This is an optimization exercise on Yosys and OpenROAD, whose aim is small area and a short achievable clock period, not a production implementation.
In this exercise RTL edits were held to simulation tests only and were not proved equivalent to the original.
Power is estimated from default activity; no workload was simulated.

Setup of run 1:
// data_mem_ctrl
module data_mem_ctrl #(
    parameter int unsigned LATENCY = 4,
    parameter int unsigned AW      = 8
) (
    input  logic        clk,
    input  logic        rst,
    input  logic        MemRead,
    input  logic        MemWrite,
    input  logic [15:0] addr,
    input  logic [15:0] wdata,
    output logic [15:0] rdata,
    output logic        stall,
    output logic        done,
    output logic        err
);
Settings: LEC_CHECK=0, CAP_MARGIN=20, CORE_MARGIN=2, CORE_UTILIZATION=55, CTS_CLUSTER_DIAMETER=60, CTS_CLUSTER_SIZE=30, SETUP_SLACK_MARGIN=2.0, SLEW_MARGIN=20; clock period 4.5 ns.
run.sh (not shown) runs the stock make flow with config.mk's settings and CLKGATE_MAP_FILE= SYNTH_SCRIPT=/design/flow/synth_recipe.tcl, a recipe that flattens the netlist after the stock synthesis.
The inputs of run 2 differ from those of run 1 as listed below.
Settings: CORE_UTILIZATION changed from 55 to 70.
==> flow/flow/run.sh (new file) <==
#!/bin/bash
# Layout flow: the standard layout (standard.sh, whole, from synthesis to
# finish) with two ORFS settings added to the standard flow's config.mk:
#  - sky130_fd_sc_hd__a222oi_1 is not used: it has a single drive strength, so
#    the resizer cannot strengthen it where it drives a long wire;
#  - clock tree synthesis inserts no dummy loads (same clustering otherwise).
# make's output goes to flow_make.log; ORFS keeps each step's log under
# orfs/logs/.
set -euo pipefail
W=$(cd "$(dirname "${BASH_SOURCE[0]}")/.." && pwd)
cd "$W"
cp config.mk own_config.mk
cat >> own_config.mk <<'EOC'
export DONT_USE_CELLS += sky130_fd_sc_hd__a222oi_1
export CTS_ARGS = -sink_clustering_enable -repair_clock_nets -sink_clustering_size 30 -sink_clustering_max_diameter 60 -dont_use_dummy_load
EOC
sed "s#DESIGN_CONFIG=[^ ]*#DESIGN_CONFIG=$W/own_config.mk#" standard.sh > own_standard.sh
bash own_standard.sh > flow_make.log 2>&1
==> flow/standard.sh (new file) <==
#!/bin/bash
# synth_recipe.tcl (not shown) runs the flow's synth.tcl, then flattens the netlist and writes it again
# the make line also repeats each setting of config.mk as NAME=value (left out here)
make -C /OpenROAD-flow-scripts/flow DESIGN_CONFIG=/design/flow/config.mk WORK_HOME=/design/flow/orfs CLKGATE_MAP_FILE= SYNTH_SCRIPT=/design/flow/synth_recipe.tcl "${@:-finish}"
removed: flow/run.sh
--- outcome ---
- Run 1 ended up with rdata[15] as its capturing element of the worst setup path; run 2 ended up with rdata[2].
- Run 2 ends up with a cell area power density that is about 2.5% lower than in run 1.
- When run 2 is measured against run 1, its global-route usage turns out 7.0 points higher.
- Run 1 → run 2: final non-filler cell total went down; internal power contribution went down.
> inputs changed (run 2 -> run 3)
Settings: swapping 2.0 for 2.3 in SETUP_SLACK_MARGIN; swapping 70 for 60 in CORE_UTILIZATION.
==> flow/run.sh (new file) <==
#!/bin/bash
# synth_recipe.tcl (not shown) runs the flow's synth.tcl, then flattens the netlist and writes it again
# the make line also repeats each setting of config.mk as NAME=value (left out here)
make -C /OpenROAD-flow-scripts/flow DESIGN_CONFIG=/design/flow/config.mk WORK_HOME=/design/flow/orfs CLKGATE_MAP_FILE= SYNTH_SCRIPT=/design/flow/synth_recipe.tcl finish
removed: flow/flow/run.sh
removed: flow/standard.sh
Results
Run 3: PASS, flow complete, no timing, DRC or antenna violations. ~same clock transition at the register clock pins on the worst setup and hold paths after CTS in run 2 and run 3. Between run 2 and run 3, the number of fill cells in the layout is lower for run 2. For number of vias per cell, dividing the value from run 3 by the value from run 2 gives 0.939. Number of enable-type register cells in the synthesized netlist essentially unchanged between run 3 and run 2. Delta (run 3 minus run 2): utilization lower; number of cells on the critical path lower.
Edits applied to the flow inputs when going from run 3 to run 4:
Settings: changing SETUP_SLACK_MARGIN from 2.3 to 1.5; changing CORE_UTILIZATION from 60 to 55.
Results
Run 4 was carried through to the last stage, and its layout satisfied the timing, DRC and antenna checks.
Going from run 3 to run 4, first-pass GRT wire length lower; data-path buffer share of cell area in the final layout dropped 1.7 points.
Diff run 3 -> run 4: area growth from synthesis to final layout now smaller, half-perimeter wire length after detailed placement lower.

* * *

== nickel ==
The RTL this note starts from:
==> flow/design.v <==
module data_mem_ctrl #(
    parameter int unsigned LATENCY = 4,
    parameter int unsigned AW      = 8
) (
    input  logic        clk,
    input  logic        rst,
    input  logic        MemRead,
    input  logic        MemWrite,
    input  logic [15:0] addr,
    input  logic [15:0] wdata,
    output logic [15:0] rdata,
    output logic        stall,
    output logic        done,
    output logic        err
);
    localparam int unsigned NR = 64;   
    logic c1, c2, c3;       
    logic busy;             
    logic nidle;            
    logic one_req, idle, accept, err_nxt;
    assign one_req  = MemRead ? ~MemWrite : MemWrite;
    assign idle     = ~nidle;
    assign accept   = idle & one_req;
    assign stall    = busy | (~done & one_req);
    assign err_nxt  = (idle & MemRead) & MemWrite;
    always_ff @(posedge clk or posedge rst) begin
        if (rst) begin
            c1    <= 1'b0;
            c2    <= 1'b0;
            c3    <= 1'b0;
            busy  <= 1'b0;
            nidle <= 1'b0;
            done  <= 1'b0;
            err   <= 1'b0;
        end else begin
            c1    <= accept;
            c2    <= c1;
            c3    <= c2;
            busy  <= accept | c1 | c2;
            nidle <= accept | c1 | c2 | c3;
            done  <= c3;
            err   <= err_nxt;
        end
    end
    logic [1:0] ph;
    always_ff @(posedge clk) ph <= ph + 2'd1;
    logic        pv;        
    logic        wgo;       
    logic        wgo2;      
    logic [7:0]  pidx;
    logic [15:0] pdn;       
    logic [7:0]  ghi;       
    logic [7:0]  ghi2;      
    logic [7:0]  plo;       
    logic        commit, go_c, go_p;
    assign commit = c3 & MemWrite;
    assign go_c   = (addr[2:1] + ph) == 2'd2;
    assign go_p   = pv & ~wgo & ~wgo2 & ((pidx[1:0] + ph) == 2'd2);
    always_ff @(posedge clk) begin
        if (commit) begin
            pv    <= 1'b1;
            pidx  <= addr[8:1];
            pdn   <= ~wdata;
            wgo   <= go_c;
            ghi   <= go_c ? (8'd1 << addr[8:6]) : 8'd0;
            wgo2  <= 1'b0;
            ghi2  <= 8'd0;
        end else begin
            if (wgo2) pv <= 1'b0;
            wgo  <= go_p;
            ghi  <= go_p ? (8'd1 << pidx[7:5]) : 8'd0;
            wgo2 <= wgo;
            ghi2 <= ghi;
        end
        plo <= 8'd1 << (commit ? addr[5:3] : pidx[4:2]);
    end
    logic [15:0] m0 [NR];
    logic [15:0] m1 [NR];
    logic [15:0] m2 [NR];
    logic [15:0] m3 [NR];
    for (genvar r = 0; r < NR; r++) begin : g_ring
        logic clr, set;
        assign clr = ghi[r/8] & plo[r%8];
        assign set = ghi2[r/8] & plo[r%8];
        always_ff @(posedge clk) begin
            m0[r] <= ~(m3[r] | {16{clr}});
            m1[r] <= ~(({16{set}} & pdn) | m0[r]);
            m2[r] <= m1[r];
            m3[r] <= m2[r];
        end
    end
    logic        cap, fwd, take;
    logic [7:0]  s_hi, s_lo;
    logic [15:0] nxt;
    logic [3:0] rhit;
    always_ff @(posedge clk) rhit <= 4'd1 << (2'd1 - ph);
    assign cap  = MemRead & (~MemWrite & rhit[addr[2:1]]);
    assign fwd  = pv & (pidx == addr[8:1]);
    assign take = cap & ~fwd;
    assign s_hi = take ? (8'd1 << addr[8:6]) : 8'd0;
    assign s_lo = 8'd1 << addr[5:3];
    always_comb begin
        logic [15:0] grp;
        nxt = (~pdn & {16{cap & fwd}}) | (rdata & {16{~cap}});
        for (int g = 0; g < 8; g++) begin
            grp = '0;
            for (int l = 0; l < 8; l++) grp = grp | (m2[8*g+l] & {16{s_lo[l]}});
            nxt = nxt | (grp & {16{s_hi[g]}});
        end
    end
    always_ff @(posedge clk) rdata <= nxt;
endmodule
==> flow/config.mk <==
export PLATFORM = sky130hd
export DESIGN_NAME = data_mem_ctrl
export DESIGN_NICKNAME = data_mem_ctrl
export VERILOG_FILES = /design/flow/design.v
export SDC_FILE = /design/flow/constraint.sdc
export NUM_CORES = 4
export LEC_CHECK = 0
export CAP_MARGIN = 20
export CORE_MARGIN = 2
export CORE_UTILIZATION = 66
export CTS_CLUSTER_DIAMETER = 60
export CTS_CLUSTER_SIZE = 30
export SETUP_SLACK_MARGIN = 2.2
export SLEW_MARGIN = 20
==> flow/constraint.sdc <==
create_clock -name core_clock -period 4.5 [get_ports {clk}]
set_input_delay 0.9000 -clock core_clock [delete_from_list [all_inputs] [get_ports {clk}]]
set_output_delay 0.9000 -clock core_clock [all_outputs]
set_load 0.01 [all_outputs]
standard.sh (not shown) runs the stock make flow with config.mk's settings and CLKGATE_MAP_FILE= SYNTH_SCRIPT=/design/flow/synth_recipe.tcl, a recipe that flattens the netlist after the stock synthesis.
==> flow/flow/run.sh <==
#!/bin/bash
# Layout flow: the standard layout (standard.sh, whole, from synthesis to
# finish) with two ORFS settings added to the standard flow's config.mk:
#  - sky130_fd_sc_hd__a222oi_1 is not used: it has a single drive strength, so
#    the resizer cannot strengthen it where it drives a long wire;
#  - clock tree synthesis inserts no dummy loads (same clustering otherwise).
# make's output goes to flow_make.log; ORFS keeps each step's log under
# orfs/logs/.
set -euo pipefail
W=$(cd "$(dirname "${BASH_SOURCE[0]}")/.." && pwd)
cd "$W"
cp config.mk own_config.mk
cat >> own_config.mk <<'EOC'
export DONT_USE_CELLS += sky130_fd_sc_hd__a222oi_1
export CTS_ARGS = -sink_clustering_enable -repair_clock_nets -sink_clustering_size 30 -sink_clustering_max_diameter 60 -dont_use_dummy_load
EOC
sed "s#DESIGN_CONFIG=[^ ]*#DESIGN_CONFIG=$W/own_config.mk#" standard.sh > own_standard.sh
bash own_standard.sh > flow_make.log 2>&1
The final layout from nickel, which completed every stage, passed the timing, DRC and antenna checks at the end of the flow.
### nickel -> cedar
-- flow/config.mk --
<<< nickel, line 8
export CAP_MARGIN = 20
export CORE_MARGIN = 2
export CORE_UTILIZATION = 66
export CTS_CLUSTER_DIAMETER = 60
export CTS_CLUSTER_SIZE = 30
export SETUP_SLACK_MARGIN = 2.2
export SLEW_MARGIN = 20
>>> cedar, line 8
export CAP_MARGIN = 20
export CORE_MARGIN = 2
export CORE_UTILIZATION = 70
export CTS_CLUSTER_DIAMETER = 60
export CTS_CLUSTER_SIZE = 30
export SETUP_SLACK_MARGIN = 2.4
export SLEW_MARGIN = 20
### Flow results
Of cedar and nickel, cedar shows the lower sequential share of layout area, with nickel above it. Relative slew slack ended up 0.70 points higher on cedar than on nickel. Setup slack in cedar is larger than in nickel. | global-route wire length before repair | cedar vs nickel | ≈ equal |. In the metrics for cedar and nickel, the one carrying the higher setup clock skew after layout is nickel. Comparing cedar and nickel, the higher fraction of standard cell area in multi-input logic was measured on cedar. cedar vs nickel — count of clock-net buffers in the final layout dropped 9.
The following lists how juniper was set up differently from cedar:
-- flow/config.mk --
<<< cedar, line 11
export CTS_CLUSTER_DIAMETER = 60
export CTS_CLUSTER_SIZE = 30
export SETUP_SLACK_MARGIN = 2.4
export SLEW_MARGIN = 20
>>> juniper, line 11
export CTS_CLUSTER_DIAMETER = 60
export CTS_CLUSTER_SIZE = 30
export SETUP_SLACK_MARGIN = 2.6
export SLEW_MARGIN = 20
## What came out
Power of juniper is on par with cedar. juniper vs cedar: clock tree skew after final layout up. Diff cedar -> juniper: switching power of the nets lower, number of standard cells in the final layout excluding fillers lower. juniper finished all stages; the layout is clean. Per the comparison of juniper with cedar, post-detailed-placement half-perimeter wirelength +about 1.7%, final cell utilization of the core fell by 0.37 points, clock-buffer cell count comparable, first-pass GRT wire length has decreased, setup slack -0.049 ns.
Edits applied to the flow inputs when going from juniper to maple:
-- flow/config.mk --
<<< juniper, line 11
export CTS_CLUSTER_DIAMETER = 60
export CTS_CLUSTER_SIZE = 30
export SETUP_SLACK_MARGIN = 2.6
export SLEW_MARGIN = 20
>>> maple, line 11
export CTS_CLUSTER_DIAMETER = 60
export CTS_CLUSTER_SIZE = 30
export SETUP_SLACK_MARGIN = 2.2
export SLEW_MARGIN = 20
## What came out
Compared with juniper, the detailed router inserted fewer vias in maple.
The global router's overall resource usage in maple sits 0.30 points below the value recorded for juniper.
maple vs. juniper: first-pass GRT wire length flat, wire length down 1.1%, final instance area down 0.97%.

-- static timing again, ports no longer ideal --
In the flow no input, the clock included, has a driving cell. The finished layouts below were timed again as built, in two steps.
Step 1 assumes that a clkbuf_16 drives the clock port and a buf_2 every other input.
Step 2 times the ports against the registers' clock, not the clock port: input delays grow and output delays shrink by t, the midpoint of the rising clock arrivals with the driver on.
Three values: ideal ports, drivers, drivers and shift; two values: the first two.
run | shift t [ns] | slack for setup (ns) | latest minus earliest clock arrival (ns)
run 1 | 0.972 | 1.753 / 1.642 / 0.669 | 0.062 / 0.061
run 2 | 0.887 | 1.657 / 1.519 / 0.631 | 0.059 / 0.059
run 3 | 0.953 | 1.620 / 1.472 / 0.519 | 0.035 / 0.035
run 4 | 0.959 | 1.362 / 1.356 / 0.397 | 0.064 / 0.064
nickel | 0.932 | 1.948 / 1.756 / 0.824 | 0.068 / 0.068
cedar | 0.881 | 2.023 / 1.796 / 0.915 | 0.076 / 0.077
juniper | 0.895 | 1.974 / 1.857 / 0.962 | 0.082 / 0.082
maple | 0.877 | 2.018 / 1.767 / 0.890 | 0.084 / 0.084
After both steps every run listed still meets setup and hold. The setup slack of maple, which loses most, moves by -0.251 ns with the drivers and by -1.128 ns with both steps.
